This is an optimization exercise on Yosys and OpenROAD, whose aim is small area, a short achievable clock period and few clock cycles, not a production implementation. Function was not checked in any run shown here: the RTL went through the layout flow alone.

==> flow/design.v <==
package chirp_gen_pkg;
  localparam int CHIRP_TYPE_SIZE = 2;
  localparam logic [CHIRP_TYPE_SIZE-1:0] TYPE_UP    = 2'd0;
  localparam logic [CHIRP_TYPE_SIZE-1:0] TYPE_DOWN  = 2'd1;
  localparam logic [CHIRP_TYPE_SIZE-1:0] TYPE_QDOWN = 2'd2;
endpackage
module chirp_add #(
  parameter int W = 32
) (
  input  logic [W-1:0] a,
  input  logic [W-1:0] b,
  input  logic         ci,
  output logic [W-1:0] s
);
  logic [W-1:0] p0, g, p, gn, pn;
  always_comb begin
    p0 = a ^ b;
    g  = a & b;
    p  = p0;
    g[0] = g[0] | (p[0] & ci);
    for (int l = 1; l < W; l = l * 2) begin
      gn = g;
      pn = p;
      for (int i = 0; i < W; i++)
        if ((i / l) % 2 == 1) begin
          gn[i] = g[i] | (p[i] & g[(i / l) * l - 1]);
          pn[i] = p[i] & p[(i / l) * l - 1];
        end
      g = gn;
      p = pn;
    end
    s = p0 ^ {g[W-2:0], ci};
  end
endmodule
module chirp_freq_step #(
  parameter int PRECISION = 32
) (
  input  logic [PRECISION-1:0] freq,
  input  logic [PRECISION-1:0] d,
  input  logic [PRECISION-1:0] w,
  input  logic                 cin,
  input  logic                 k,
  input  logic                 up,
  input  logic                 use_test,    
  input  logic                 force_fold,  
  output logic [PRECISION-1:0] next_freq
);
  localparam int P = PRECISION;
  logic [P-1:0] s, t;
  logic [P-1:0] t_sum, t_car;
  logic [P:0]   x_a, x_b, x_c, x_sum, x_car, x;
  logic         ovf;
  logic         fold;
  always_comb begin
    t_sum = freq ^ d ^ w;
    t_car = {(freq[P-2:0] & d[P-2:0]) | (freq[P-2:0] & w[P-2:0]) | (d[P-2:0] & w[P-2:0]), k};
    x_a   = {freq[P-1], freq};
    x_b   = {d[P-1], d};
    x_c   = {up, up, w[P-1:1]};
    x_sum = x_a ^ x_b ^ x_c;
    x_car = {(x_a[P-1:0] & x_b[P-1:0]) | (x_a[P-1:0] & x_c[P-1:0]) | (x_b[P-1:0] & x_c[P-1:0]), 1'b1};
  end
  chirp_add #(.W(P))   u_s (.a(freq),  .b(d),     .ci(cin),  .s(s));
  chirp_add #(.W(P))   u_t (.a(t_sum), .b(t_car), .ci(1'b0), .s(t));
  chirp_add #(.W(P+1)) u_x (.a(x_sum), .b(x_car), .ci(1'b0), .s(x));
  always_comb begin
    ovf  = (freq[P-1] == d[P-1]) && (s[P-1] != freq[P-1]);
    fold = use_test ? (up ^ x[P] ^ ovf) : force_fold;
    next_freq = fold ? t : s;
  end
endmodule
import chirp_gen_pkg::*;
module chirp_gen #(
  parameter int PRECISION = 32,
  parameter int SYM_W     = 12
) (
  input  logic                       clk,
  input  logic                       rst,
  input  logic                       sym_valid,
  output logic                       sym_ready,
  input  logic [SYM_W-1:0]           sym_value,
  input  logic [CHIRP_TYPE_SIZE-1:0] chirp_type,
  input  logic [3:0]                 sf,
  input  logic [PRECISION-1:0]       bw_sr,
  input  logic [PRECISION-1:0]       phase_inc,
  input  logic [PRECISION-1:0]       symbol_size,
  output logic                       out_valid,
  input  logic                       out_ready,
  output logic [PRECISION-1:0]       phase_out,
  output logic [PRECISION-1:0]       freq_out,
  output logic                       sym_done
);
  localparam int P  = PRECISION;
  localparam int MB = P - SYM_W;    
  logic          st_mul;    
  logic          st_sub;    
  logic          st_run;    
  logic          up_r;      
  logic          cin_r;     
  logic [P-1:0]  w_r;       
  logic [P-1:0]  d_r;       
  logic [P-1:0]  cnt_r;     
  logic          shifting;
  logic          m_last;
  logic          cnt_one;
  logic          size_zero;
  logic          req_up;
  logic          beat;
  logic          start;
  logic          mult;
  logic          accept;
  logic [P-1:0]  next_freq;
  logic [P-1:0]  cnt_dec;
  logic [P-1:0]  phase_sum;
  chirp_add #(.W(P)) u_phase (.a(phase_out), .b(freq_out), .ci(1'b0), .s(phase_sum));
  chirp_add #(.W(P)) u_cnt   (.a(cnt_r), .b('1), .ci(1'b0), .s(cnt_dec));
  always_comb begin
    shifting  = (cnt_r[3:0] != 4'd0);
    m_last    = (cnt_r[P-1:MB+1] == '0);
    cnt_one   = (cnt_r == P'(1));
    size_zero = (symbol_size == '0);
    req_up    = (chirp_type == TYPE_UP);
    beat      = st_run && out_ready;
    start     = sym_valid && ((!st_mul && !st_sub && !st_run) || (beat && cnt_one));
    mult      = st_mul && !shifting;
    accept    = st_sub && sym_valid;
  end
  chirp_freq_step #(
    .PRECISION (P)
  ) u_freq_step (
    .freq       (freq_out),
    .d          (d_r),
    .w          (w_r),
    .cin        (cin_r),
    .k          (cin_r || up_r),
    .up         (up_r),
    .use_test   (st_run),
    .force_fold (st_mul && cnt_r[MB]),
    .next_freq  (next_freq)
  );
  always_ff @(posedge clk or posedge rst) begin
    if (rst) begin
      st_mul    <= 1'b0;
      st_sub    <= 1'b0;
      st_run    <= 1'b0;
      up_r      <= 1'b0;
      cin_r     <= 1'b0;
      sym_ready <= 1'b0;
      out_valid <= 1'b0;
      sym_done  <= 1'b0;
      phase_out <= '0;
    end else begin
      sym_done <= 1'b0;
      if (beat) begin
        phase_out <= phase_sum;
        if (cnt_one) begin
          out_valid <= 1'b0;
          sym_done  <= 1'b1;
          st_run    <= 1'b0;
        end
      end
      if (start) begin
        up_r      <= 1'b0;
        cin_r     <= !req_up;
        sym_ready <= !req_up;
        st_mul    <= req_up;
        st_sub    <= !req_up;
      end
      if (mult && m_last) begin
        cin_r     <= 1'b1;
        sym_ready <= 1'b1;
        st_mul    <= 1'b0;
        st_sub    <= 1'b1;
      end
      if (accept) begin
        up_r      <= req_up;
        cin_r     <= !req_up;
        sym_ready <= 1'b0;
        st_sub    <= 1'b0;
        if (size_zero) begin
          sym_done  <= 1'b1;
        end else begin
          out_valid <= 1'b1;
          st_run    <= 1'b1;
        end
      end
    end
  end
  logic          s_start, s_beat, s_shift, s_mult, s_acc, s_acc_up;
  logic [P-1:0]  half_in;
  logic [P-1:0]  freq_d, d_d, w_d, cnt_d;
  always_comb begin
    s_start  = start;
    s_beat   = beat && !start;
    s_shift  = st_mul && shifting;
    s_mult   = mult;
    s_acc    = accept;
    s_acc_up = accept && req_up;
    half_in  = {1'b0, bw_sr[P-1:1]};
    freq_d = ({P{s_start && !req_up}} & half_in)
           | ({P{s_beat || s_mult || s_acc}} & next_freq)
           | ({P{!(s_start || s_beat || s_mult || s_acc)}} & freq_out);
    d_d    = ({P{s_start && !req_up}} & ~phase_inc)
           | ({P{s_mult && m_last}} & ~half_in)
           | ({P{s_acc_up}} & phase_inc)
           | ({P{!(s_start || (s_mult && m_last) || s_acc_up)}} & d_r);
    w_d    = ({P{s_start || s_acc_up}} & (bw_sr ^ {P{s_acc_up}}))
           | ({P{s_shift}} & {1'b0, w_r[P-1:1]})
           | ({P{s_mult}} & {w_r[P-2:0], 1'b0})
           | ({P{!(s_start || s_acc_up || s_shift || s_mult)}} & w_r);
    cnt_d  = ({P{s_start}} & {sym_value, {(MB-4){1'b0}}, sf})
           | ({P{s_beat}} & cnt_dec)
           | ({P{s_shift}} & {cnt_r[P-1:4], cnt_dec[3:0]})
           | ({P{s_mult}} & {1'b0, cnt_r[P-1:MB+1], cnt_r[MB-1:0]})
           | ({P{s_acc}} & symbol_size)
           | ({P{!(s_start || s_beat || s_shift || s_mult || s_acc)}} & cnt_r);
  end
  always_ff @(posedge clk) begin
    freq_out <= freq_d;
    d_r      <= d_d;
    w_r      <= w_d;
    cnt_r    <= cnt_d;
  end
endmodule
==> flow/flow/run.sh <==
#!/bin/bash
# Standard layout, with plain buf_1 cells as the port buffers.
export BUFFER_PORTS_ARGS="-buffer_cell sky130_fd_sc_hd__buf_1"
bash standard.sh > standard.log 2>&1
==> flow/standard.sh <==
#!/bin/bash
# synth_recipe.tcl (not shown) runs the flow's synth.tcl, then flattens the netlist and writes it again
# the make line also repeats each setting of config.mk as NAME=value (left out here)
make -C /OpenROAD-flow-scripts/flow DESIGN_CONFIG=/design/flow/config.mk WORK_HOME=/design/flow/orfs CLKGATE_MAP_FILE= SYNTH_SCRIPT=/design/flow/synth_recipe.tcl "${@:-finish}"
==> flow/config.mk <==
export PLATFORM = sky130hd
export DESIGN_NAME = chirp_gen
export DESIGN_NICKNAME = chirp_gen
export VERILOG_FILES = /design/flow/design.v
export SDC_FILE = /design/flow/constraint.sdc
export NUM_CORES = 4
export LEC_CHECK = 0
export CAP_MARGIN = 20
export CORE_MARGIN = 2
export CORE_UTILIZATION = 50
export CTS_BUF_LIST = sky130_fd_sc_hd__clkbuf_4 sky130_fd_sc_hd__clkbuf_8 sky130_fd_sc_hd__clkbuf_16
export SETUP_SLACK_MARGIN = 5
export SLEW_MARGIN = 20
==> flow/constraint.sdc <==
create_clock -name core_clock -period 9.0 [get_ports {clk}]
set_input_delay 1.8000 -clock core_clock [delete_from_list [all_inputs] [get_ports {clk}]]
set_output_delay 1.8000 -clock core_clock [all_outputs]
set_load 0.01 [all_outputs]
==> flow_summary.ini, run 1 <==
[detailed_routing]
detail_route.wl_per_cell_um = 19.6
remaining_drc_errors = 0
drt-pass1-iter-count = 9
wirelength_mm = 44.6
routed_via_density = 5.88
vias = 13369
drt.antenna.violating_nets = 0
drt_iter0_drc = 1098

[synth]
synth_top_cells_by_area = sky130_fd_sc_hd__dfxtp_1, sky130_fd_sc_hd__ha_1, sky130_fd_sc_hd__fa_1, sky130_fd_sc_hd__nand2_1, sky130_fd_sc_hd__dfrtp_1
yosysTopAreaCellShare_pct = 17.9
synth.largest_area_cell = sky130_fd_sc_hd__dfxtp_1
ys_ff_latch = 167
yosys.cell_count.top_type = sky130_fd_sc_hd__nand2_1
syn-mean-instance-area_um2 = 8.28
synth-async-reset-ratio_pct = 23.4
post_synth_inst_count = 1730
yosysUniqueCellTypes = 77
synth_enable_flop_cells = 0
synthesis.yosys.warnings = 4
mappedNetlistNets = 2055
post_synth_instance_area_mm2 = 0.0143
synth_top_flop_cell = sky130_fd_sc_hd__dfxtp_1
synth_common_cells = sky130_fd_sc_hd__nand2_1, sky130_fd_sc_hd__dfxtp_1, sky130_fd_sc_hd__ha_1, sky130_fd_sc_hd__inv_1, sky130_fd_sc_hd__a21oi_1
seq_area_frac_synth_pct = 24.7

[clock_tree]
htreeDepth = 4
cts_max_path_buffers = 2
numCtsBuffers = 17
clock_latency_ns = 0.45
tritoncts = yes
numClockSinks = 167
holdBufCountCts = 0
clkSlewWorstSetupHoldPaths_ns = 0.07
cts.root.buffer_cell = sky130_fd_sc_hd__clkbuf_16

[critical_path]
startpoint_type = input port
path_delay_family = compound AO/OA/AOI/OAI gates
slowest_delay_ns = 0.40
startpoint = out_ready
cp.required_ns = 9.34
register_to_register_setup_slack_ns = 5.15
timing.critical_path.cells = buf_1 -> nand3_1 -> nor4_4 -> nand2_2 -> a21bo_2 -> buf_8 -> a31o_2 -> nand2_2 -> o21ai_1 -> a221o_1
cpMaxStageDelayCell = sky130_fd_sc_hd__nor4_4
critical_path.reg2reg.startpoint = w_r[30]
critical_path_arrival_ns = 4.19
r2r_cells = 13
critical_path_class = input port to flip-flop
critical_path.n_buffers_inverters = 2
critical_path.endpoint_type = flip-flop
critical_path.max_fanout = 66
critical_path.reg2reg.endpoint = freq_out[16]
critical_path.most_common_cell = sky130_fd_sc_hd__nand2_2

[placement]
dpl.hpwl_mm = 32.6
port_buffers = 184
gp_congestion = 0.895
preCtsSetupSlack_ns = 4.33

[timing]
fin_skew_ns = 0.0123
setup_violations = 0
setup_tns_ns = 0
post-route-min-period_ns = 3.85
timing.slew.headroom_pct = 31.4
finalHoldViolCount = 0
worst_slew_pin_slew_ns = 1.03
timing_max_transition_violations_final = 0
max_freq_mhz = 260
layout_worst_path_cycle_share_pct = 42.8
setup_slack_ns = 5.15
rsz0062_at_grt = false

[floorplan]
dieArea_mm2 = 0.0300
initial_core_util_pct = 51.2
floorplan.rows = 61
die_x_um = 173
die_h_um = 173
design.core.area_mm2 = 0.0280
boundaryPins = 185

[global_routing]
grt_overflow = 0
grt_pass1_wl_mm = 71.0
number_of_antenna_violations_at_the_first_check_in_global_routing = 0
grt_start_max_net_pins = 96
first_global_vias = 12760
track_usage_pct = 29.9

[cells_and_area]
final_layout_size_suffix_gt1_share_pct = 7.07
nNetsFinal = 2206
antenna_cells_inserted = 0
layout.filler_cells = 2696
layout-area-overhead-vs-synth_pct = 12.3

[outcome]
status = complete, no violations

[worst_hold_path]
hold_start = phase_out[31]
hold_path_end = phase_out[31]
whs_path_depth = 1
worstHoldPathType = flip-flop to flip-flop

[job]
max_cap_viol_count = 0
## through the flow
stage / area, µm² / utilization (%) / instances / hold WS (ns)
CTS: 16000 / 57.0 / 2270 / 0.479
global route: 16100 / 57.5 / 2272 / 0.495
global placement: 15400 / 54.9 / 2236 / 0.458
finish: 16100 / 57.5 / 2272 / 0.472
floorplan: 14300 / - / 1730 / 0.450
detailed placement: 15400 / 54.9 / 2236 / 0.459
## final cells by class
class	instances	area [µm²]	area share (%)
Clock buffer	18	439	2.73
Timing Repair Buffer	210	912	5.67
Inverter	106	398	2.47
Tap cell	378	473	2.94
Multi-Input combinational cell	1379	10200	63.4
Clock inverter	14	113	0.700
Sequential cell	167	3560	22.1
## flip-flops by register name (all words and copies together) (netlist names), 32 cells and up
register   count
phase_out     32
freq_out      32
w_r           32
cnt_r         32
d_r           32
## placed cells by master, fill, tap and decap left out, types with 6 or more instances in the layout
master and n:
sky130_fd_sc_hd__o21a_1 9, sky130_fd_sc_hd__ha_1 128, sky130_fd_sc_hd__clkbuf_16 17, sky130_fd_sc_hd__inv_6 7, sky130_fd_sc_hd__dfxtp_1 109, sky130_fd_sc_hd__nand2_1 300
sky130_fd_sc_hd__nor2_1 89, sky130_fd_sc_hd__buf_4 22, sky130_fd_sc_hd__nand2b_1 32, sky130_fd_sc_hd__a211oi_1 10, sky130_fd_sc_hd__fa_1 79, sky130_fd_sc_hd__o21ai_0 94
sky130_fd_sc_hd__o211ai_1 58, sky130_fd_sc_hd__a22oi_1 33, sky130_fd_sc_hd__inv_1 105, sky130_fd_sc_hd__dfxtp_2 19, sky130_fd_sc_hd__or3_1 6, sky130_fd_sc_hd__a21oi_1 97
sky130_fd_sc_hd__nand3_1 51, sky130_fd_sc_hd__nand4_1 16, sky130_fd_sc_hd__o31ai_1 8, sky130_fd_sc_hd__xnor2_1 39, sky130_fd_sc_hd__a31oi_1 6, sky130_fd_sc_hd__o21ai_1 26
sky130_fd_sc_hd__xor2_1 32, sky130_fd_sc_hd__nor4_1 14, sky130_fd_sc_hd__and2_1 11, sky130_fd_sc_hd__o311ai_0 32, sky130_fd_sc_hd__mux2i_1 21, sky130_fd_sc_hd__and3_1 6
sky130_fd_sc_hd__a222oi_1 9, sky130_fd_sc_hd__a221oi_1 6, sky130_fd_sc_hd__a21o_1 23, sky130_fd_sc_hd__dfrtp_1 38, sky130_fd_sc_hd__nor3_1 26, sky130_fd_sc_hd__o21bai_1 9
sky130_fd_sc_hd__a221o_1 15, sky130_fd_sc_hd__buf_1 184, sky130_fd_sc_hd__mux2_2 7
## worst max-delay path by stage
stage	endpoint	slack, ns	cells after the start
finish	cnt_r[31]	5.15	10
global route	freq_out[16]	5.01	13
CTS	freq_out[1]	5.00	14
detailed placement	freq_out[26]	4.33	11
global placement	freq_out[26]	4.47	11
floorplan	freq_out[31]	5.44	13
## layer usage
| metal | up-vias | routed length (µm) | track usage [%] |
|---|---|---|---|
| li1 | 6503 | - | - |
| met1 | 6358 | 20400 | 41.8 |
| met2 | 455 | 20500 | 48.1 |
| met3 | 53 | 2840 | 4.98 |
| met4 | 0 | 903 | 7.73 |
| met5 | - | 0 | 0 |
## repair_timing
action                                  in CTS  in global routing
gates resized for setup                      9                 38
endpoints found under the setup margin      33                 59
setup buffers                                2                  2
pin swaps                                    2                  4
## worst register-to-register path: cells and delay by family (launching register included)
| kind | cells | cell delay (ns) |
|---|---|---|
| AO/OA/AOI/OAI | 8 | 1.58 |
| adder cells (fa/ha/maj) | 2 | 0.83 |
| flip-flops | 1 | 0.48 |
| multiplexers | 1 | 0.35 |
| XOR/XNOR | 1 | 0.27 |
| buffers and inverters | 1 | 0.24 |
## cell families (layout without fill, tap and decap cells)
group	count (synthesis)	in the layout	share of synthesized area [%]
flops	167	167	24.7
buf+inv	184	348	5.04
xor+xnor	72	72	4.40
fa+ha+maj	207	207	22.2
simple gates	587	587	18.4
compound gates	485	485	23.3
mux	28	28	2.02
==> run 2: changes to the inputs <==
--- a/flow/config.mk
+++ b/flow/config.mk
@@ -7,7 +7,7 @@
 export LEC_CHECK = 0
 export CAP_MARGIN = 20
 export CORE_MARGIN = 2
-export CORE_UTILIZATION = 50
+export CORE_UTILIZATION = 45
 export CTS_BUF_LIST = sky130_fd_sc_hd__clkbuf_4 sky130_fd_sc_hd__clkbuf_8 sky130_fd_sc_hd__clkbuf_16
 export SETUP_SLACK_MARGIN = 5
 export SLEW_MARGIN = 20
==> run 2 against run 1 <==
Compared with the run above: still clean; critical path depth rose by 3; final cell count rose by 1.1%; maximum frequency fell by 0.42%; global-route usage fell by 2.0 points; largest cell class unchanged.
==> flow_summary.ini, run 2 <==
[synth]
synth_common_cells = sky130_fd_sc_hd__nand2_1, sky130_fd_sc_hd__dfxtp_1, sky130_fd_sc_hd__ha_1, sky130_fd_sc_hd__inv_1, sky130_fd_sc_hd__a21oi_1
synth_top_cells_by_area = sky130_fd_sc_hd__dfxtp_1, sky130_fd_sc_hd__ha_1, sky130_fd_sc_hd__fa_1, sky130_fd_sc_hd__nand2_1, sky130_fd_sc_hd__dfrtp_1
post_synth_instance_area_mm2 = 0.0143
syn-mean-instance-area_um2 = 8.28
yosys.cell_count.top_type = sky130_fd_sc_hd__nand2_1
mappedNetlistNets = 2055
synth_enable_flop_cells = 0
synth-async-reset-ratio_pct = 23.4
seq_area_frac_synth_pct = 24.7
yosysUniqueCellTypes = 77
synth_top_flop_cell = sky130_fd_sc_hd__dfxtp_1
yosysTopAreaCellShare_pct = 17.9
synth.largest_area_cell = sky130_fd_sc_hd__dfxtp_1
synthesis.yosys.warnings = 4
ys_ff_latch = 167
post_synth_inst_count = 1730

[global_routing]
first_global_vias = 13004
grt_pass1_wl_mm = 72.2
track_usage_pct = 27.8
number_of_antenna_violations_at_the_first_check_in_global_routing = 0
grt_overflow = 0
grt_start_max_net_pins = 66

[critical_path]
r2r_cells = 13
timing.critical_path.cells = fa_1 -> ha_1 -> a21o_1 -> a21o_1 -> a221oi_1 -> o21ai_1 -> a31oi_2 -> xor2_2 -> o2111ai_4 -> o221ai_4 -> buf_12 -> mux2_2 -> o21ai_0
critical_path.max_fanout = 16
critical_path.n_buffers_inverters = 1
path_delay_family = compound AO/OA/AOI/OAI gates
worst_path_depth = 13
cpMaxStageDelayCell = sky130_fd_sc_hd__dfxtp_1
critical_path.most_common_cell = sky130_fd_sc_hd__a21o_1
critical_path.endpoint_type = flip-flop
critical_path_arrival_ns = 4.24
slowest_delay_ns = 0.58
cp.required_ns = 9.38
startpoint_type = flip-flop
critical_path_class = flip-flop to flip-flop

[cells_and_area]
top_library_cells_by_usage_in_the_layout_fill_and_taps_aside = sky130_fd_sc_hd__nand2_1, sky130_fd_sc_hd__buf_1, sky130_fd_sc_hd__ha_1
final_layout_size_suffix_gt1_share_pct = 7.02
antenna_cells_inserted = 0
nNetsFinal = 2207
finish.instance_area_mm2 = 0.0163
layout_commonest_cell = sky130_fd_sc_hd__nand2_1
layout-area-overhead-vs-synth_pct = 13.7
share_of_the_core_filled_with_cells_in_the_final_layout_pct = 51.7
finish.cell_count_without_fillers = 2297
layout.filler_cells = 3082

[timing]
post-route-min-period_ns = 3.87
fin_skew_ns = 0.0124
finalHoldViolCount = 0
setup_violations = 0
setup_tns_ns = 0
timing_max_transition_violations_final = 0
worst_slew_pin_slew_ns = 1.06
timing.slew.headroom_pct = 29.1
layout_worst_path_cycle_share_pct = 43.0
max_freq_mhz = 259
setup_slack_ns = 5.13
rsz0062_at_grt = true

[detailed_routing]
routed_via_density = 5.84
drt_iter0_drc = 1008
wirelength_mm = 45.5
drt-pass1-iter-count = 5
vias = 13423
remaining_drc_errors = 0
detail_route.wl_per_cell_um = 19.8
drt.antenna.violating_nets = 0

[placement]
dpl.hpwl_mm = 33.4
gp_congestion = 0.882
preCtsSetupSlack_ns = 4.38
port_buffers = 184
place_area_mm2 = 0.0154
placed_cells_incl_taps = 2261

[floorplan]
design.core.area_mm2 = 0.0315
dieArea_mm2 = 0.0333
initial_core_util_pct = 45.5
die_x_um = 182
floorplan.rows = 65
boundaryPins = 185
die_h_um = 182

[clock_tree]
clock_latency_ns = 0.46
cts.root.buffer_cell = sky130_fd_sc_hd__clkbuf_16
numClockSinks = 167
holdBufCountCts = 0
clkSlewWorstSetupHoldPaths_ns = 0.07
htreeDepth = 4
tritoncts = yes
numCtsBuffers = 17
cts_max_path_buffers = 2

[worst_hold_path]
whs_path_depth = 1
worstHoldPathType = flip-flop to flip-flop

[job]
max_cap_viol_count = 0

[outcome]
status = complete, no violations
[run 2: cell counts after synthesis]
No cell type changed its count.
[run 2: per-stage QoR]
step	hold slack, ns
2_1_floorplan	0.450
3_3_place_gp	0.453
3_5_place_dp	0.464
4_1_cts	0.474
5_1_grt	0.491
6_report	0.470
[run 2: worst paths after layout]
path / from / end / slack, ns
worst max-delay path: freq_out[29] / freq_out[16] / 5.13
worst min-delay path: phase_out[31] / phase_out[31] / 0.47
worst max register to register: freq_out[29] / freq_out[16] / 5.13
worst min register to register: phase_out[31] / phase_out[31] / 0.47
max in group asynchronous: rst / st_mul / 7.09
min in group asynchronous: rst / phase_out[11] / 1.46
[run 2: metal layers]
layer	track usage, %	up-vias	share of wire (%)
li1	-	6533	-
met1	37.7	6422	45
met2	45.9	415	46
met3	4.77	53	6.0
met4	7.65	0	2.1
met5	0	-	0
[run 2: logic make-up after synthesis]
kind of cell / count (synthesis) / share of synthesized area [%]
simple gates: 587 / 18.4
compound gates: 485 / 23.3
fa+ha+maj: 207 / 22.2
buf+inv: 184 / 5.04
flops: 167 / 24.7
xor+xnor: 72 / 4.40
mux: 28 / 2.02
[run 2: worst register-to-register path, cell delays in order (launching register included)]
cell	delay (ns)
sky130_fd_sc_hd__dfxtp_1	0.58
sky130_fd_sc_hd__fa_1	0.48
sky130_fd_sc_hd__ha_1	0.32
sky130_fd_sc_hd__a21o_1	0.18
sky130_fd_sc_hd__a21o_1	0.17
sky130_fd_sc_hd__a221oi_1	0.26
sky130_fd_sc_hd__o21ai_1	0.17
sky130_fd_sc_hd__a31oi_2	0.28
sky130_fd_sc_hd__xor2_2	0.27
sky130_fd_sc_hd__o2111ai_4	0.21
sky130_fd_sc_hd__o221ai_4	0.17
sky130_fd_sc_hd__buf_12	0.22
sky130_fd_sc_hd__mux2_2	0.35
sky130_fd_sc_hd__o21ai_0	0.14
[run 2: final cells by class]
| class | count | area, µm² | area share (%) |
|---|---|---|---|
| Clock buffer | 22 | 482 | 2.96 |
| Clock inverter | 10 | 168 | 1.03 |
| Inverter | 106 | 398 | 2.44 |
| Multi-Input combinational cell | 1380 | 10200 | 62.9 |
| Sequential cell | 167 | 3560 | 21.9 |
| Tap cell | 402 | 503 | 3.09 |
| Timing Repair Buffer | 210 | 937 | 5.75 |
[run 2: repair_timing]
item / 4_1_cts / 5_1_grt
setup endpoints to repair: 31 / 35
resized for setup: 8 / 38
buffers inserted: 1 / 1
gates cloned: 1 / 0
pin swaps: 1 / 2
==> run 3: changes to the inputs <==
--- a/flow/design.v
+++ b/flow/design.v
@@ -123,7 +123,7 @@
     beat      = st_run && out_ready;
     start     = sym_valid && ((!st_mul && !st_sub && !st_run) || (beat && cnt_one));
     mult      = st_mul && !shifting;
-    accept    = st_sub && sym_valid;
+    accept    = st_sub;
   end
   chirp_freq_step #(
     .PRECISION (P)
@@ -161,13 +161,13 @@
       end
       if (start) begin
         up_r      <= 1'b0;
-        cin_r     <= !req_up;
+        cin_r     <= 1'b1;
         sym_ready <= !req_up;
         st_mul    <= req_up;
         st_sub    <= !req_up;
       end
+      if (mult) cin_r <= 1'b0;
       if (mult && m_last) begin
-        cin_r     <= 1'b1;
         sym_ready <= 1'b1;
         st_mul    <= 1'b0;
         st_sub    <= 1'b1;
@@ -197,13 +197,12 @@
     s_acc    = accept;
     s_acc_up = accept && req_up;
     half_in  = {1'b0, bw_sr[P-1:1]};
-    freq_d = ({P{s_start && !req_up}} & half_in)
+    freq_d = ({P{s_start}} & half_in)
            | ({P{s_beat || s_mult || s_acc}} & next_freq)
            | ({P{!(s_start || s_beat || s_mult || s_acc)}} & freq_out);
-    d_d    = ({P{s_start && !req_up}} & ~phase_inc)
-           | ({P{s_mult && m_last}} & ~half_in)
+    d_d    = ({P{s_start}} & (req_up ? {~bw_sr[P-1:1], 1'b1} : ~phase_inc))
            | ({P{s_acc_up}} & phase_inc)
-           | ({P{!(s_start || (s_mult && m_last) || s_acc_up)}} & d_r);
+           | ({P{!(s_start || (s_mult && cin_r) || s_acc_up)}} & d_r);
     w_d    = ({P{s_start || s_acc_up}} & (bw_sr ^ {P{s_acc_up}}))
            | ({P{s_shift}} & {1'b0, w_r[P-1:1]})
            | ({P{s_mult}} & {w_r[P-2:0], 1'b0})
--- a/flow/config.mk
+++ b/flow/config.mk
@@ -8,6 +8,6 @@
 export CAP_MARGIN = 20
 export CORE_MARGIN = 2
 export CORE_UTILIZATION = 45
-export CTS_BUF_LIST = sky130_fd_sc_hd__clkbuf_4 sky130_fd_sc_hd__clkbuf_8 sky130_fd_sc_hd__clkbuf_16
+export CTS_BUF_LIST = sky130_fd_sc_hd__clkbuf_4 sky130_fd_sc_hd__clkbuf_8
 export SETUP_SLACK_MARGIN = 5
 export SLEW_MARGIN = 20
==> run 3 against run 2 <==
Compared with the run above: flip-flop and latch count up 1; sequential share of layout area up 0.84 points; clock skew up 0.0078 ns; setup slack worse by 0.13 ns; count of clock-buffer cells in the layout down 5; critical endpoint is now freq_out[21].
==> flow_summary.ini, run 3 <==
[clock_tree]
tritoncts = yes
htreeDepth = 4
cts_max_path_buffers = 2
clock_latency_ns = 0.50
holdBufCountCts = 0
numCtsBuffers = 17
cts.root.buffer_cell = sky130_fd_sc_hd__clkbuf_8
numClockSinks = 168
clkSlewWorstSetupHoldPaths_ns = 0.10

[job]
max_cap_viol_count = 0

[critical_path]
startpoint_type = flip-flop
critical_path.max_fanout = 5
critical_path_class = flip-flop to flip-flop
critical_path.most_common_cell = sky130_fd_sc_hd__buf_12
path_delay_family = simple AND/OR/NAND/NOR gates
critical_path.endpoint_type = flip-flop
critical_path.n_buffers_inverters = 5
cpMaxStageDelayCell = sky130_fd_sc_hd__or4b_4
cp.required_ns = 9.38
critical_path_arrival_ns = 4.38
slowest_delay_ns = 0.60
timing.critical_path.cells = inv_4 -> fa_1 -> inv_2 -> ha_4 -> and4_4 -> nand3_2 -> or4b_4 -> a31o_1 -> a211oi_4 -> nand4b_4 -> o221ai_4 -> buf_12 -> buf_12 -> buf_12 -> nor3_4 -> a221oi_2 -> o21ai_1

[timing]
setup_violations = 0
layout_worst_path_cycle_share_pct = 44.4
timing.slew.headroom_pct = 34.7
finalHoldViolCount = 0
setup_slack_ns = 5.00
rsz0062_at_grt = true
max_freq_mhz = 250
timing_max_transition_violations_final = 0
setup_tns_ns = 0
post-route-min-period_ns = 4.00
worst_slew_pin_slew_ns = 0.980
fin_skew_ns = 0.0202

[synth]
yosysTopAreaCellShare_pct = 18.4
yosys.area_share.simple_pct = 14.5
synth-async-reset-ratio_pct = 23.8
mappedNetlistNets = 1968
syn-mean-instance-area_um2 = 8.49
synth_fa_ha_area_share_pct = 22.8
synth_enable_flop_cells = 0
synth.largest_area_cell = sky130_fd_sc_hd__dfxtp_1
combinational_family_with_the_most_area_after_synthesis = compound AO/OA/AOI/OAI gates
synth_common_cells = sky130_fd_sc_hd__nand2_1, sky130_fd_sc_hd__o21ai_0, sky130_fd_sc_hd__a21oi_1, sky130_fd_sc_hd__dfxtp_1, sky130_fd_sc_hd__ha_1
synthMuxAreaShare_pct = 3.08
yosysUniqueCellTypes = 67
yosys.area_share.xor_xnor_pct = 5.02
seq_area_frac_synth_pct = 25.5
post_synth_instance_area_mm2 = 0.0140
yosys.cell_count.top_type = sky130_fd_sc_hd__nand2_1
synth_top_cells_by_area = sky130_fd_sc_hd__dfxtp_1, sky130_fd_sc_hd__ha_1, sky130_fd_sc_hd__fa_1, sky130_fd_sc_hd__dfrtp_1, sky130_fd_sc_hd__o21ai_0
synthesis.yosys.warnings = 4
ys_ff_latch = 168
synth_top_flop_cell = sky130_fd_sc_hd__dfxtp_1
post_synth_inst_count = 1643
post_synthesis_compound_gate_area_fraction_pct = 23.9

[cells_and_area]
layout.filler_cells = 2965
area.sequential_mm2 = 0.00363
final_layout_size_suffix_gt1_share_pct = 8.86
nNetsFinal = 2141
area_taken_by_multi_input_logic_gates_mm2 = 0.00988
top_library_cells_by_usage_in_the_layout_fill_and_taps_aside = sky130_fd_sc_hd__buf_1, sky130_fd_sc_hd__nand2_1, sky130_fd_sc_hd__a21oi_1
layout-area-overhead-vs-synth_pct = 14.5
layout_commonest_cell = sky130_fd_sc_hd__buf_1

[global_routing]
track_usage_pct = 27.3
grt_start_max_net_pins = 78
grt_overflow = 0
number_of_antenna_violations_at_the_first_check_in_global_routing = 1
grt_pass1_wl_mm = 70.7
first_global_vias = 12818

[detailed_routing]
drt_iter0_drc = 1072
drt-pass1-iter-count = 6
vias = 13197
drt.antenna.violating_nets = 0
routed_via_density = 5.93
detail_route.wl_per_cell_um = 20.0
remaining_drc_errors = 0
wirelength_mm = 44.4

[placement]
preCtsSetupSlack_ns = 3.70
gp_congestion = 0.861
port_buffers = 184
dpl.hpwl_mm = 32.0

[outcome]
status = complete, no violations

[floorplan]
boundaryPins = 185
die_h_um = 180
dieArea_mm2 = 0.0324
die_x_um = 180
floorplan.rows = 64
initial_core_util_pct = 45.6
design.core.area_mm2 = 0.0306

[worst_hold_path]
worstHoldPathType = flip-flop to flip-flop
==> run 3: worst paths after layout <==
check | start | end | slack, ns | depth (start not counted)
min | phase_out[31] | phase_out[31] | 0.47 | 1
max in group asynchronous | rst | st_sub | 7.02 | 2
max | w_r[15] | freq_out[21] | 5.00 | 17
max reg2reg | w_r[15] | freq_out[21] | 5.00 | 17
min in group asynchronous | rst | phase_out[19] | 1.42 | 2
min reg2reg | phase_out[31] | phase_out[31] | 0.47 | 1
==> run 3: layout make-up <==
cell class	count	share of cell area, %
diodes	1	0.0157
clock buffers	17	1.46
clock inverters	15	1.21
inverters	107	2.54
multi-input cells	1292	61.9
flip-flops and latches	168	22.7
well taps	396	3.10
repair buffers	230	7.10
==> run 3: per-layer routing <==
metal	share of wire [%]	up-vias	global-route usage, %	routed length [µm]
li1	-	6332	-	-
met1	46	6391	37.2	20400
met4	2.0	0	7.94	907
met3	5.2	65	4.24	2300
met5	0	-	0	0
met2	47	409	44.8	20900
==> run 3: kinds of logic after synthesis <==
group / Yosys count
AO/OA/AOI/OAI: 521
AND/OR/NAND/NOR: 442
adder cells (fa/ha/maj): 207
buffers and inverters: 183
flip-flops: 168
XOR/XNOR: 80
multiplexers: 42
==> run 3: repair_timing <==
item                       in CTS  in global routing
pin swaps                       6                 18
gates cloned                    1                  1
buffers inserted                9                 17
setup endpoints to repair     115                 39
resized for setup              50                 39
==> run 3: per-stage QoR <==
step                instances  hold WS, ns  utilization [%]  area [µm²]
floorplan                1643        0.432                -       14000
global placement         2165        0.450             49.0       15000
detailed placement       2165        0.455             49.0       15000
CTS                      2207        0.475             51.3       15700
global route             2226        0.493             52.2       16000
finish                   2226        0.471             52.2       16000
==> run 4: changes to the inputs <==
--- a/flow/config.mk
+++ b/flow/config.mk
@@ -7,7 +7,7 @@
 export LEC_CHECK = 0
 export CAP_MARGIN = 20
 export CORE_MARGIN = 2
-export CORE_UTILIZATION = 45
+export CORE_UTILIZATION = 50
 export CTS_BUF_LIST = sky130_fd_sc_hd__clkbuf_4 sky130_fd_sc_hd__clkbuf_8
 export SETUP_SLACK_MARGIN = 5
 export SLEW_MARGIN = 20
==> run 4 against run 3 <==
Compared with the run above: still clean; sequential share of layout area increased by 0.15 points; clock skew fell by 0.00065 ns; via count grew 0.64%; final cell count shrank 0.85%; flip-flop and latch count unchanged; critical path depth down 4; area after synthesis is the same; critical path type unchanged; critical endpoint is now freq_out[23]; largest cell class unchanged; highest routed layer unchanged.
==> flow_summary.ini, run 4 <==
[placement]
port_buffers = 184
gp_congestion = 0.867
dpl.hpwl_mm = 31.9

[synth]
mappedNetlistNets = 1968
synthesis.yosys.warnings = 4
synth_top_flop_cell = sky130_fd_sc_hd__dfxtp_1
synth_top_cells_by_area = sky130_fd_sc_hd__dfxtp_1, sky130_fd_sc_hd__ha_1, sky130_fd_sc_hd__fa_1, sky130_fd_sc_hd__dfrtp_1, sky130_fd_sc_hd__o21ai_0
ys_ff_latch = 168
yosys.cell_count.top_type = sky130_fd_sc_hd__nand2_1
post_synth_inst_count = 1643
syn-mean-instance-area_um2 = 8.49
synth-async-reset-ratio_pct = 23.8
seq_area_frac_synth_pct = 25.5
yosysUniqueCellTypes = 67
synth_common_cells = sky130_fd_sc_hd__nand2_1, sky130_fd_sc_hd__o21ai_0, sky130_fd_sc_hd__a21oi_1, sky130_fd_sc_hd__dfxtp_1, sky130_fd_sc_hd__ha_1
post_synth_instance_area_mm2 = 0.0140
yosysTopAreaCellShare_pct = 18.4
synth.largest_area_cell = sky130_fd_sc_hd__dfxtp_1
synth_enable_flop_cells = 0

[critical_path]
critical_path.max_fanout = 8
cp.required_ns = 9.38
register_to_register_setup_slack_ns = 5.06
critical_path.endpoint_type = flip-flop
critical_path.reg2reg.endpoint = freq_out[23]
startpoint_type = flip-flop
r2r_cells = 13
critical_path_arrival_ns = 4.32
critical_path.reg2reg.startpoint = w_r[2]
critical_path_class = flip-flop to flip-flop

[clock_tree]
numCtsBuffers = 17
htreeDepth = 4
cts.root.buffer_cell = sky130_fd_sc_hd__clkbuf_8
numClockSinks = 168
cts_max_path_buffers = 2
clock_latency_ns = 0.50
tritoncts = yes
clkSlewWorstSetupHoldPaths_ns = 0.10

[worst_hold_path]
whs_path_depth = 1
worstHoldPathType = flip-flop to flip-flop
hold_path_end = phase_out[31]
hold_start = phase_out[31]

[floorplan]
die_h_um = 171
initial_core_util_pct = 50.5
die_x_um = 171
dieArea_mm2 = 0.0293
boundaryPins = 185
design.core.area_mm2 = 0.0276
floorplan.rows = 61

[timing]
finalHoldViolCount = 0
max_freq_mhz = 254
setup_violations = 0
rsz0062_at_grt = true
worst_slew_pin_slew_ns = 0.979
post-route-min-period_ns = 3.94
timing.slew.headroom_pct = 34.7
setup_tns_ns = 0
fin_skew_ns = 0.0196
timing_max_transition_violations_final = 0
layout_worst_path_cycle_share_pct = 43.8

[detailed_routing]
drt.antenna.violating_nets = 0
drt-pass1-iter-count = 6
wirelength_mm = 44.3
detail_route.wl_per_cell_um = 20.1
vias = 13281
routed_via_density = 6.02
remaining_drc_errors = 0
drt_iter0_drc = 985

[global_routing]
track_usage_pct = 30.8
number_of_antenna_violations_at_the_first_check_in_global_routing = 0
first_global_vias = 12678
grt_start_max_net_pins = 78
grt_overflow = 0
grt_pass1_wl_mm = 70.1

[cells_and_area]
layout_commonest_cell = sky130_fd_sc_hd__buf_1
area.sequential_mm2 = 0.00363
top_library_cells_by_usage_in_the_layout_fill_and_taps_aside = sky130_fd_sc_hd__buf_1, sky130_fd_sc_hd__nand2_1, sky130_fd_sc_hd__a21oi_1
antenna_cells_inserted = 0
area_taken_by_multi_input_logic_gates_mm2 = 0.00988
nNetsFinal = 2141
layout-area-overhead-vs-synth_pct = 13.8
layout.filler_cells = 2650
final_layout_size_suffix_gt1_share_pct = 8.91
share_of_the_core_filled_with_cells_in_the_final_layout_pct = 57.5

[job]
max_cap_viol_count = 0

[outcome]
status = complete, no violations
## run 4: changes by cell type in the layout (fill, tap and decap cells not counted), moves of 3 or more
cell	delta
sky130_fd_sc_hd__buf_4	+4
sky130_fd_sc_hd__dfxtp_2	+4
sky130_fd_sc_hd__buf_6	-3
sky130_fd_sc_hd__clkinvlp_4	+3
sky130_fd_sc_hd__dfxtp_1	-3
## run 4: final cells by class
type	instances	share of cell area (%)
inverter	107	2.54
sequential	168	22.9
timing repair buffer	229	6.84
multi-input combinational	1293	62.2
clock inverter	13	0.914
clock buffer	19	1.65
tap	378	2.98
## run 4: metrics by stage
stage / hold slack [ns] / cells / cell area (µm²) / setup WS [ns]
after CTS: 0.479 / 2185 / 15600 / 4.99
after floorplan: 0.432 / 1643 / 14000 / 5.26
final: 0.478 / 2207 / 15900 / 5.06
after global placement: 0.446 / 2149 / 15000 / 4.13
after detailed placement: 0.463 / 2149 / 15000 / 4.05
after global routing: 0.510 / 2207 / 15900 / 4.92
## run 4: cells by family after synthesis
kind of cell    Yosys count  synth area share (%)
compound gates          521                  23.9
mux                      42                  3.08
flops                   168                  25.5
fa+ha+maj               207                  22.8
xor+xnor                 80                  5.02
buf+inv                 183                  5.13
simple gates            442                  14.5
## run 4: repair_timing
item,4_1_cts,5_1_grt
hold buffers,0,0
buffers inserted,3,21
resized for setup,30,52
setup endpoints to repair,90,74
gates cloned,1,1
pin swaps,1,12
## run 4: critical path: stages, from the launching register on
cell and delay (ns):
sky130_fd_sc_hd__dfxtp_1 0.48, sky130_fd_sc_hd__fa_1 0.47, sky130_fd_sc_hd__ha_1 0.28, sky130_fd_sc_hd__a21oi_1 0.12, sky130_fd_sc_hd__o21ai_2 0.23, sky130_fd_sc_hd__or4b_4 0.51
sky130_fd_sc_hd__a31o_1 0.25, sky130_fd_sc_hd__a211oi_4 0.31, sky130_fd_sc_hd__or3_4 0.20, sky130_fd_sc_hd__o221ai_4 0.13, sky130_fd_sc_hd__buf_12 0.19, sky130_fd_sc_hd__and2_4 0.21
sky130_fd_sc_hd__a222oi_1 0.32, sky130_fd_sc_hd__o21ai_1 0.11
## run 4: metal layers
layer / wire [µm] / global-route usage (%) / up-vias / part of all wire (%)
met5: 0 / 0 / - / 0
met4: 811 / 8.44 / 0 / 1.8
met3: 2450 / 5.11 / 54 / 5.5
met2: 20900 / 50.8 / 423 / 47
met1: 20200 / 41.9 / 6475 / 45
li1: - / - / 6329 / -
## run 4: how the worst max path moves through the flow
stage                            start            to  slack, ns
after floorplan           freq_out[14]  freq_out[21]       5.26
after global placement       out_ready       d_r[20]       4.13
after detailed placement     out_ready       d_r[10]       4.05
after CTS                 freq_out[14]  freq_out[23]       4.99
after global routing           d_r[14]   freq_out[3]       4.92
final                           w_r[2]  freq_out[23]       5.06
==> run 5: changes to the inputs <==
--- a/flow/design.v
+++ b/flow/design.v
@@ -120,10 +120,12 @@
     cnt_one   = (cnt_r == P'(1));
     size_zero = (symbol_size == '0);
     req_up    = (chirp_type == TYPE_UP);
+    out_valid = st_run;
     beat      = st_run && out_ready;
     start     = sym_valid && ((!st_mul && !st_sub && !st_run) || (beat && cnt_one));
     mult      = st_mul && !shifting;
-    accept    = st_sub;
+    sym_ready = st_sub || (mult && m_last);
+    accept    = sym_ready && sym_valid;
   end
   chirp_freq_step #(
     .PRECISION (P)
@@ -145,8 +147,6 @@
       st_run    <= 1'b0;
       up_r      <= 1'b0;
       cin_r     <= 1'b0;
-      sym_ready <= 1'b0;
-      out_valid <= 1'b0;
       sym_done  <= 1'b0;
       phase_out <= '0;
     end else begin
@@ -154,7 +154,6 @@
       if (beat) begin
         phase_out <= phase_sum;
         if (cnt_one) begin
-          out_valid <= 1'b0;
           sym_done  <= 1'b1;
           st_run    <= 1'b0;
         end
@@ -162,25 +161,21 @@
       if (start) begin
         up_r      <= 1'b0;
         cin_r     <= 1'b1;
-        sym_ready <= !req_up;
         st_mul    <= req_up;
         st_sub    <= !req_up;
       end
-      if (mult) cin_r <= 1'b0;
-      if (mult && m_last) begin
-        sym_ready <= 1'b1;
-        st_mul    <= 1'b0;
-        st_sub    <= 1'b1;
+      if (mult) begin
+        cin_r     <= 1'b0;
+        if (m_last) st_mul <= 1'b0;
       end
       if (accept) begin
         up_r      <= req_up;
         cin_r     <= !req_up;
-        sym_ready <= 1'b0;
+        st_mul    <= 1'b0;
         st_sub    <= 1'b0;
         if (size_zero) begin
           sym_done  <= 1'b1;
         end else begin
-          out_valid <= 1'b1;
           st_run    <= 1'b1;
         end
       end
@@ -193,16 +188,16 @@
     s_start  = start;
     s_beat   = beat && !start;
     s_shift  = st_mul && shifting;
-    s_mult   = mult;
+    s_mult   = mult && !accept;
     s_acc    = accept;
     s_acc_up = accept && req_up;
     half_in  = {1'b0, bw_sr[P-1:1]};
-    freq_d = ({P{s_start}} & half_in)
-           | ({P{s_beat || s_mult || s_acc}} & next_freq)
-           | ({P{!(s_start || s_beat || s_mult || s_acc)}} & freq_out);
-    d_d    = ({P{s_start}} & (req_up ? {~bw_sr[P-1:1], 1'b1} : ~phase_inc))
+    freq_d = ({P{s_start}} & (half_in ^ {P{req_up}}))
+           | ({P{s_beat || mult || s_acc}} & next_freq)
+           | ({P{!(s_start || s_beat || mult || s_acc)}} & freq_out);
+    d_d    = ({P{s_start && !req_up}} & ~phase_inc)
            | ({P{s_acc_up}} & phase_inc)
-           | ({P{!(s_start || (s_mult && cin_r) || s_acc_up)}} & d_r);
+           | ({P{!(s_start || s_acc_up)}} & d_r);
     w_d    = ({P{s_start || s_acc_up}} & (bw_sr ^ {P{s_acc_up}}))
            | ({P{s_shift}} & {1'b0, w_r[P-1:1]})
            | ({P{s_mult}} & {w_r[P-2:0], 1'b0})
--- a/flow/config.mk
+++ b/flow/config.mk
@@ -7,7 +7,7 @@
 export LEC_CHECK = 0
 export CAP_MARGIN = 20
 export CORE_MARGIN = 2
-export CORE_UTILIZATION = 50
+export CORE_UTILIZATION = 45
 export CTS_BUF_LIST = sky130_fd_sc_hd__clkbuf_4 sky130_fd_sc_hd__clkbuf_8
 export SETUP_SLACK_MARGIN = 5
 export SLEW_MARGIN = 20
==> run 5 against run 4 <==
Compared with the run above: still clean; hold slack improved by 0.028 ns; global-route usage down 4.1 points; routed wire length fell by 1.4%; sequential share of layout area decreased by 0.48 points; non-clock buffer count fell by 14; die area rose by 12%; count of clock-buffer cells in the layout fell by 2; maximum frequency increased by 1.0%; utilization shrank 5.8 points; register-to-register slack improved by 0.05 ns.
==> flow_summary.ini, run 5 <==
[synth]
post_synth_instance_area_mm2 = 0.0141
post_synth_inst_count = 1600
yosysTopAreaCellShare_pct = 18.2
synth.largest_area_cell = sky130_fd_sc_hd__dfxtp_1
mappedNetlistNets = 1925
synth_enable_flop_cells = 0
synth-async-reset-ratio_pct = 22.9
ys_ff_latch = 166
yosysUniqueCellTypes = 71
synth_top_flop_cell = sky130_fd_sc_hd__dfxtp_1
syn-mean-instance-area_um2 = 8.80
yosys.cell_count.top_type = sky130_fd_sc_hd__nand2_1
synth_top_cells_by_area = sky130_fd_sc_hd__dfxtp_1, sky130_fd_sc_hd__ha_1, sky130_fd_sc_hd__fa_1, sky130_fd_sc_hd__dfrtp_1, sky130_fd_sc_hd__nand2_1
seq_area_frac_synth_pct = 25.0
synthesis.yosys.warnings = 4
synth_common_cells = sky130_fd_sc_hd__nand2_1, sky130_fd_sc_hd__dfxtp_1, sky130_fd_sc_hd__ha_1, sky130_fd_sc_hd__o21ai_0, sky130_fd_sc_hd__inv_1

[clock_tree]
clkSlewWorstSetupHoldPaths_ns = 0.10
cts.root.buffer_cell = sky130_fd_sc_hd__clkbuf_8
tritoncts = yes
numClockSinks = 166
cts_max_path_buffers = 2
clock_latency_ns = 0.51
numCtsBuffers = 17
htreeDepth = 4

[global_routing]
grt_pass1_wl_mm = 69.4
first_global_vias = 12721
grt_overflow = 0
use_met3_pct = 4.68
global_route.usage.met2_pct = 42.7
met1_usage_pct = 37.4
grt_start_max_net_pins = 68
number_of_antenna_violations_at_the_first_check_in_global_routing = 0
globalRoute.busiestLayer = met2
track_usage_pct = 26.7

[critical_path]
r2r_cells = 16
critical_path.max_fanout = 23
critical_path.endpoint_type = flip-flop
cpMaxStageDelayCell = sky130_fd_sc_hd__and3_1
slowest_delay_ns = 0.34
timing.critical_path.cells = buf_1 -> nor4bb_1 -> nand4_1 -> nor3_2 -> a21o_4 -> nand3_2 -> and3_1 -> a222oi_1 -> o311ai_0
critical_path_arrival_ns = 4.26
startpoint_type = input port
critical_path_class = input port to flip-flop
cp.required_ns = 9.36

[cells_and_area]
final_layout_size_suffix_gt1_share_pct = 7.73
nNetsFinal = 2085
layout_commonest_cell = sky130_fd_sc_hd__buf_1
layout-area-overhead-vs-synth_pct = 12.5
share_of_the_core_filled_with_cells_in_the_final_layout_pct = 51.6
layout.filler_cells = 2939
antenna_cells_inserted = 0
top_library_cells_by_usage_in_the_layout_fill_and_taps_aside = sky130_fd_sc_hd__buf_1, sky130_fd_sc_hd__nand2_1, sky130_fd_sc_hd__ha_1

[placement]
gp_congestion = 0.855
dpl.hpwl_mm = 31.3
port_buffers = 184

[detailed_routing]
wirelength_mm = 43.7
vias = 13042
remaining_drc_errors = 0
detail_route.wl_per_cell_um = 20.1
drt_iter0_drc = 1179
drt-pass1-iter-count = 8
drt.antenna.violating_nets = 0
routed_via_density = 6.01

[floorplan]
design.core.area_mm2 = 0.0307
initial_core_util_pct = 45.9
dieArea_mm2 = 0.0327
floorplan.rows = 64
die_h_um = 181
boundaryPins = 185
die_x_um = 181

[worst_hold_path]
whs_path_depth = 2
worstHoldPathType = flip-flop to flip-flop

[timing]
setup_tns_ns = 0
fin_skew_ns = 0.0225
layout_worst_path_cycle_share_pct = 43.3
worst_slew_pin_slew_ns = 0.826
max_freq_mhz = 256
setup_violations = 0
timing.slew.headroom_pct = 44.5
finalHoldViolCount = 0
timing_max_transition_violations_final = 0
rsz0062_at_grt = true
post-route-min-period_ns = 3.90

[job]
max_cap_viol_count = 0

[outcome]
status = complete, no violations
[run 5: per-stage QoR]
step	cells	area (µm²)	hold slack [ns]	setup slack (ns)
floorplan	1600	14100	0.452	5.18
global placement	2120	15100	0.471	4.13
detailed placement	2120	15100	0.472	3.99
CTS	2159	15600	0.507	5.01
global route	2169	15800	0.518	4.98
finish	2169	15800	0.506	5.10
[run 5: final cells by class]
type,count,area (µm²),area share (%)
flip-flops and latches,166,3540,22.4
clock buffers,17,234,1.48
repair buffers,215,986,6.23
multi-input cells,1258,10100,63.5
inverters,102,383,2.42
well taps,396,495,3.13
clock inverters,15,135,0.853
[run 5: final timing paths]
path,start,endpoint,slack [ns]
min,cnt_r[18],cnt_r[18],0.51
max in group asynchronous,rst,cin_r,7.22
max,out_ready,freq_out[22],5.10
max reg2reg,freq_out[8],freq_out[23],5.11
min reg2reg,cnt_r[18],cnt_r[18],0.51
min in group asynchronous,rst,phase_out[14],1.27
[run 5: timing repair]
item,in CTS,in global routing
pin swaps,2,8
setup buffers,5,8
hold buffers,0,0
gates cloned,2,1
setup endpoints to repair,103,52
resized for setup,20,35
[run 5: routing by layer]
| metal | up-vias | wire length, µm |
|---|---|---|
| met5 | - | 0 |
| met4 | 0 | 703 |
| met3 | 43 | 2920 |
| met2 | 414 | 19800 |
| met1 | 6383 | 20300 |
| li1 | 6202 | - |
[run 5: kinds of logic after synthesis]
logic type	synth area share [%]
flip-flops	25.0
AND/OR/NAND/NOR	14.8
adder cells (fa/ha/maj)	22.6
XOR/XNOR	6.71
AO/OA/AOI/OAI	23.7
multiplexers	2.14
buffers and inverters	5.04
[run 5: worst max-delay path: cells and delay by family]
kind	cells	cell delay, ns
AOI/OAI and AO/OA	3	0.79
buffers and inverters	1	0.14
and+or+nand+nor	5	1.50
==> run 6: changes to the inputs <==
--- a/flow/config.mk
+++ b/flow/config.mk
@@ -8,6 +8,6 @@
 export CAP_MARGIN = 20
 export CORE_MARGIN = 2
 export CORE_UTILIZATION = 45
-export CTS_BUF_LIST = sky130_fd_sc_hd__clkbuf_4 sky130_fd_sc_hd__clkbuf_8
+export CTS_BUF_LIST = sky130_fd_sc_hd__clkbuf_4 sky130_fd_sc_hd__clkbuf_8 sky130_fd_sc_hd__clkbuf_16
 export SETUP_SLACK_MARGIN = 5
 export SLEW_MARGIN = 20
==> run 6 against run 5 <==
Compared with the run above: critical path depth is 2 higher; count of clock-buffer cells in the layout stayed put; cell area is 1.5% higher; maximum frequency is 1.3% lower; highest routed layer unchanged; via count is 0.18% higher.
==> flow_summary.ini, run 6 <==
[cells_and_area]
nNetsFinal = 2086
antenna_cells_inserted = 0
final_layout_size_suffix_gt1_share_pct = 7.84
share_of_the_core_filled_with_cells_in_the_final_layout_pct = 52.4
top_library_cells_by_usage_in_the_layout_fill_and_taps_aside = sky130_fd_sc_hd__buf_1, sky130_fd_sc_hd__nand2_1, sky130_fd_sc_hd__ha_1
layout-area-overhead-vs-synth_pct = 14.1
layout_commonest_cell = sky130_fd_sc_hd__buf_1

[clock_tree]
clkSlewWorstSetupHoldPaths_ns = 0.08
tritoncts = yes
numClockSinks = 166
clock_latency_ns = 0.46
cts_max_path_buffers = 2
htreeDepth = 4
cts.root.buffer_cell = sky130_fd_sc_hd__clkbuf_16
holdBufCountCts = 0
numCtsBuffers = 17

[timing]
max_freq_mhz = 253
finalHoldViolCount = 0
worst_slew_pin_slew_ns = 0.803
timing_max_transition_violations_final = 0
fin_skew_ns = 0.0138
setup_slack_ns = 5.05
whs_ns = 0.502
timing.slew.headroom_pct = 46.1
post-route-min-period_ns = 3.95
setup_tns_ns = 0
setup_violations = 0
rsz0062_at_grt = true
layout_worst_path_cycle_share_pct = 43.9

[critical_path]
path_delay_family = simple AND/OR/NAND/NOR gates
critical_path_class = input port to flip-flop
critical_path_arrival_ns = 4.29
r2r_cells = 16
cp.required_ns = 9.34
critical_path.n_buffers_inverters = 2
cpMaxStageDelayCell = sky130_fd_sc_hd__and3_4
critical_path.endpoint_type = flip-flop
timing.critical_path.cells = buf_1 -> nor4bb_2 -> nand4_1 -> nor4_4 -> o21a_4 -> nor2_4 -> and3_4 -> nor3_4 -> buf_12 -> o21ai_0 -> a221o_1
critical_path.max_fanout = 35
slowest_delay_ns = 0.37
worst_path_depth = 11
startpoint_type = input port

[floorplan]
floorplan.rows = 64
design.core.area_mm2 = 0.0307
boundaryPins = 185
initial_core_util_pct = 45.9
dieArea_mm2 = 0.0327
die_h_um = 181
die_x_um = 181

[detailed_routing]
detail_route.wl_per_cell_um = 20.2
wirelength_mm = 43.8
drt_iter0_drc = 1169
vias = 13065
routed_via_density = 6.02
drt.antenna.violating_nets = 0
drt-pass1-iter-count = 6
remaining_drc_errors = 0

[job]
max_cap_viol_count = 0

[synth]
syn-mean-instance-area_um2 = 8.80
yosys.cell_count.top_type = sky130_fd_sc_hd__nand2_1
synth_top_flop_cell = sky130_fd_sc_hd__dfxtp_1
seq_area_frac_synth_pct = 25.0
post_synth_instance_area_mm2 = 0.0141
synth-async-reset-ratio_pct = 22.9
mappedNetlistNets = 1925
yosysTopAreaCellShare_pct = 18.2
post_synth_inst_count = 1600
synth_top_cells_by_area = sky130_fd_sc_hd__dfxtp_1, sky130_fd_sc_hd__ha_1, sky130_fd_sc_hd__fa_1, sky130_fd_sc_hd__dfrtp_1, sky130_fd_sc_hd__nand2_1
ys_ff_latch = 166
synth.largest_area_cell = sky130_fd_sc_hd__dfxtp_1
synth_enable_flop_cells = 0
synthesis.yosys.warnings = 4
yosysUniqueCellTypes = 71
synth_common_cells = sky130_fd_sc_hd__nand2_1, sky130_fd_sc_hd__dfxtp_1, sky130_fd_sc_hd__ha_1, sky130_fd_sc_hd__o21ai_0, sky130_fd_sc_hd__inv_1

[placement]
port_buffers = 184
preCtsSetupSlack_ns = 3.99
dpl.hpwl_mm = 31.3
gp_congestion = 0.855

[global_routing]
grt_pass1_wl_mm = 69.6
grt_start_max_net_pins = 68
number_of_antenna_violations_at_the_first_check_in_global_routing = 0
first_global_vias = 12738
grt_overflow = 0
track_usage_pct = 26.8

[worst_hold_path]
whs_path_depth = 1
worstHoldPathType = flip-flop to flip-flop

[outcome]
status = complete, no violations
==> run 6: what timing repair did <==
action,in CTS,in global routing
setup buffers,6,7
endpoints found under the hold margin,0,0
resized for setup,20,38
pin swaps,4,7
gates cloned,2,2
setup endpoints to repair,103,53
==> run 6: worst paths after layout <==
path / start / endpoint / slack [ns]
max: out_ready / cnt_r[9] / 5.05
max reg2reg: d_r[18] / freq_out[25] / 5.09
min: cnt_r[1] / cnt_r[1] / 0.50
max in group asynchronous: rst / cin_r / 7.16
min in group asynchronous: rst / phase_out[14] / 1.33
min reg2reg: cnt_r[1] / cnt_r[1] / 0.50
==> run 6: final cells by class <==
class | instances | area (µm²)
clock inverters | 15 | 135
well taps | 396 | 495
fillers | 2921 | 14600
clock buffers | 17 | 425
inverters | 102 | 383
flip-flops and latches | 166 | 3540
repair buffers | 216 | 1030
multi-input cells | 1258 | 10100
==> run 6: layer usage <==
layer | GRT usage, % | wire length, µm
met5 | 0 | 0
met4 | 6.74 | 714
met3 | 4.74 | 3030
met2 | 42.8 | 19900
met1 | 37.4 | 20200
==> run 6: stage by stage <==
step | cell area (µm²) | cells
2_1_floorplan | 14100 | 1600
3_3_place_gp | 15100 | 2120
3_5_place_dp | 15100 | 2120
4_1_cts | 15800 | 2160
5_1_grt | 16100 | 2170
6_report | 16100 | 2170
==> run 6: cells by family after synthesis <==
family	after synthesis	share of synthesized area, %
flops	166	25.0
xor+xnor	107	6.71
buf+inv	178	5.04
fa+ha+maj	207	22.6
compound gates	473	23.7
simple gates	440	14.8
mux	29	2.14
==> run 7: changes to the inputs <==
--- a/flow/config.mk
+++ b/flow/config.mk
@@ -7,7 +7,7 @@
 export LEC_CHECK = 0
 export CAP_MARGIN = 20
 export CORE_MARGIN = 2
-export CORE_UTILIZATION = 45
+export CORE_UTILIZATION = 50
 export CTS_BUF_LIST = sky130_fd_sc_hd__clkbuf_4 sky130_fd_sc_hd__clkbuf_8 sky130_fd_sc_hd__clkbuf_16
 export SETUP_SLACK_MARGIN = 5
 export SLEW_MARGIN = 20
==> run 7 against run 6 <==
Compared with the run above: final cell count is 1.1% lower; area after synthesis is the same; routed wire length decreased by 2.2%; first-iteration DRC count rose by 2.5%; die area fell by 9.8%; flip-flop and latch count did not move; still clean; clock skew up 0.0020 ns.
==> flow_summary.ini, run 7 <==
[synth]
synth-async-reset-ratio_pct = 22.9
mappedNetlistNets = 1925
synth_common_cells = sky130_fd_sc_hd__nand2_1, sky130_fd_sc_hd__dfxtp_1, sky130_fd_sc_hd__ha_1, sky130_fd_sc_hd__o21ai_0, sky130_fd_sc_hd__inv_1
synth_enable_flop_cells = 0
synth.largest_area_cell = sky130_fd_sc_hd__dfxtp_1
synth_top_flop_cell = sky130_fd_sc_hd__dfxtp_1
yosys.cell_count.top_type = sky130_fd_sc_hd__nand2_1
post_synth_inst_count = 1600
yosysUniqueCellTypes = 71
seq_area_frac_synth_pct = 25.0
yosysTopAreaCellShare_pct = 18.2
ys_ff_latch = 166
synth_top_cells_by_area = sky130_fd_sc_hd__dfxtp_1, sky130_fd_sc_hd__ha_1, sky130_fd_sc_hd__fa_1, sky130_fd_sc_hd__dfrtp_1, sky130_fd_sc_hd__nand2_1
post_synth_instance_area_mm2 = 0.0141
syn-mean-instance-area_um2 = 8.80
synthesis.yosys.warnings = 4

[timing]
max_freq_mhz = 253
setup_violations = 0
post-route-min-period_ns = 3.95
finalHoldViolCount = 0
timing_max_transition_violations_final = 0
rsz0062_at_grt = true
timing.slew.headroom_pct = 47.9
worst_slew_pin_slew_ns = 0.782
layout_worst_path_cycle_share_pct = 43.9
setup_tns_ns = 0
fin_skew_ns = 0.0159

[placement]
gp_congestion = 0.865
place_area_mm2 = 0.0151
port_buffers = 184
dpl.hpwl_mm = 30.6

[detailed_routing]
remaining_drc_errors = 0
drt-pass1-iter-count = 6
vias = 12971
wirelength_mm = 42.9
drt.antenna.violating_nets = 0
routed_via_density = 6.04
detail_route.wl_per_cell_um = 20.0
drt_iter0_drc = 1198

[cells_and_area]
final_layout_size_suffix_gt1_share_pct = 7.35
layout_commonest_cell = sky130_fd_sc_hd__buf_1
nNetsFinal = 2081
top_library_cells_by_usage_in_the_layout_fill_and_taps_aside = sky130_fd_sc_hd__buf_1, sky130_fd_sc_hd__nand2_1, sky130_fd_sc_hd__ha_1
finish.instance_area_mm2 = 0.0160
antenna_cells_inserted = 0
layout-area-overhead-vs-synth_pct = 13.7

[floorplan]
floorplan.rows = 61
die_x_um = 172
die_h_um = 172
boundaryPins = 185
design.core.area_mm2 = 0.0278
dieArea_mm2 = 0.0295
initial_core_util_pct = 50.7

[outcome]
status = complete, no violations

[critical_path]
timing.critical_path.cells = buf_1 -> nor4bb_1 -> nand4_1 -> nor3_1 -> a21o_4 -> nand3_2 -> and3_1 -> a222oi_1 -> o311ai_0
slowest_delay_ns = 0.38
critical_path_arrival_ns = 4.25
critical_path_class = input port to flip-flop
cpMaxStageDelayCell = sky130_fd_sc_hd__nor3_1
critical_path.endpoint_type = flip-flop
critical_path.max_fanout = 23
cp.required_ns = 9.30
startpoint_type = input port

[clock_tree]
htreeDepth = 4
clock_latency_ns = 0.45
cts.root.buffer_cell = sky130_fd_sc_hd__clkbuf_16
clkSlewWorstSetupHoldPaths_ns = 0.08
tritoncts = yes
holdBufCountCts = 0
cts_max_path_buffers = 2
numCtsBuffers = 17
numClockSinks = 166

[global_routing]
grt_overflow = 0
grt_start_max_net_pins = 68
track_usage_pct = 29.2
number_of_antenna_violations_at_the_first_check_in_global_routing = 0
grt_pass1_wl_mm = 67.1
first_global_vias = 12261

[job]
max_cap_viol_count = 0

[worst_hold_path]
worstHoldPathType = flip-flop to flip-flop
[run 7: routing by layer]
layer	track usage [%]	vias to the layer above	share of wire (%)
met4	7.89	0	1.8
li1	-	6209	-
met3	4.03	46	6.3
met5	0	-	0
met2	45.7	430	45
met1	42.1	6286	47
[run 7: cell families after synthesis]
| group | after synthesis | synth area share [%] |
|---|---|---|
| xor+xnor | 107 | 6.71 |
| buf+inv | 178 | 5.04 |
| simple gates | 440 | 14.8 |
| compound gates | 473 | 23.7 |
| mux | 29 | 2.14 |
| fa+ha+maj | 207 | 22.6 |
| flops | 166 | 25.0 |
[run 7: path summary, 6_finish.rpt]
kind / startpoint / endpoint / slack [ns] / cells past startpoint
min in group asynchronous: rst / phase_out[14] / 1.32 / 2
worst max register to register: w_r[15] / freq_out[1] / 5.08 / 15
worst min register to register: cnt_r[1] / cnt_r[1] / 0.49 / 1
worst max-delay path: out_ready / freq_out[22] / 5.05 / 9
max in group asynchronous: rst / phase_out[5] / 7.17 / 3
worst min-delay path: cnt_r[1] / cnt_r[1] / 0.49 / 1
[run 7: stage by stage]
stage,setup slack (ns),util (%),hold slack (ns),std cells
global route,4.91,57.6,0.526,2147
detailed placement,3.94,54.4,0.477,2102
CTS,4.95,57.1,0.496,2141
floorplan,5.18,-,0.452,1600
finish,5.05,57.6,0.494,2147
global placement,4.16,54.4,0.476,2102
[run 7: cell type report]
type                       instances  area [µm²]
clock buffer                      17         425
clock inverter                    15         179
fill                            2594       11800
inverter                         102         383
multi-input combinational       1256       10000
sequential                       166        3530
tap                              378         473
timing repair buffer             213         971
[run 7: critical path: cells and delay by family]
family	cells	cell delay (ns)
AO/OA/AOI/OAI	3	0.79
AND/OR/NAND/NOR	5	1.52
buffers and inverters	1	0.13
[run 7: what timing repair did]
| item | 4_1_cts | 5_1_grt |
|---|---|---|
| setup buffers | 7 | 4 |
| setup endpoints to repair | 105 | 65 |
| pin swaps | 4 | 8 |
| gates resized for setup | 21 | 26 |
| gates cloned | 0 | 1 |

## what the ideal ports hide
How much do the figures lean on ideal ports? The routed layouts below were timed once more, with nothing changed but the port constraints.
Step 1, drivers: a clkbuf_16 drives clk and a buf_2 each remaining input, both assumed.
Step 2 moves the port delays by t, midway between the first and last clock arrival at a register: inputs arrive t later, outputs are due t later. That takes back most of the time a late clock gives input paths.
a / b / c = ideal / step 1 / step 2; a / b = the first two.
run	shift t [ns]	setup slack, ns	worst setup path at the end
run 1	0.498	5.150 / 5.153 / 4.684	input to register
run 2	0.501	5.134 / 5.134 / 4.667	input to register
run 3	0.538	5.001 / 5.001 / 4.611	input to register
run 4	0.540	5.059 / 5.059 / 4.733	input to register
run 5	0.553	5.099 / 5.109 / 4.565	input to register
run 6	0.507	5.050 / 5.074 / 4.567	input to register
run 7	0.491	5.050 / 5.072 / 4.581	input to register
After both steps setup and hold are still met in every run listed. For run 5, which loses most, drivers alone change the setup slack by +0.010 ns; drivers and shift together by -0.534 ns.
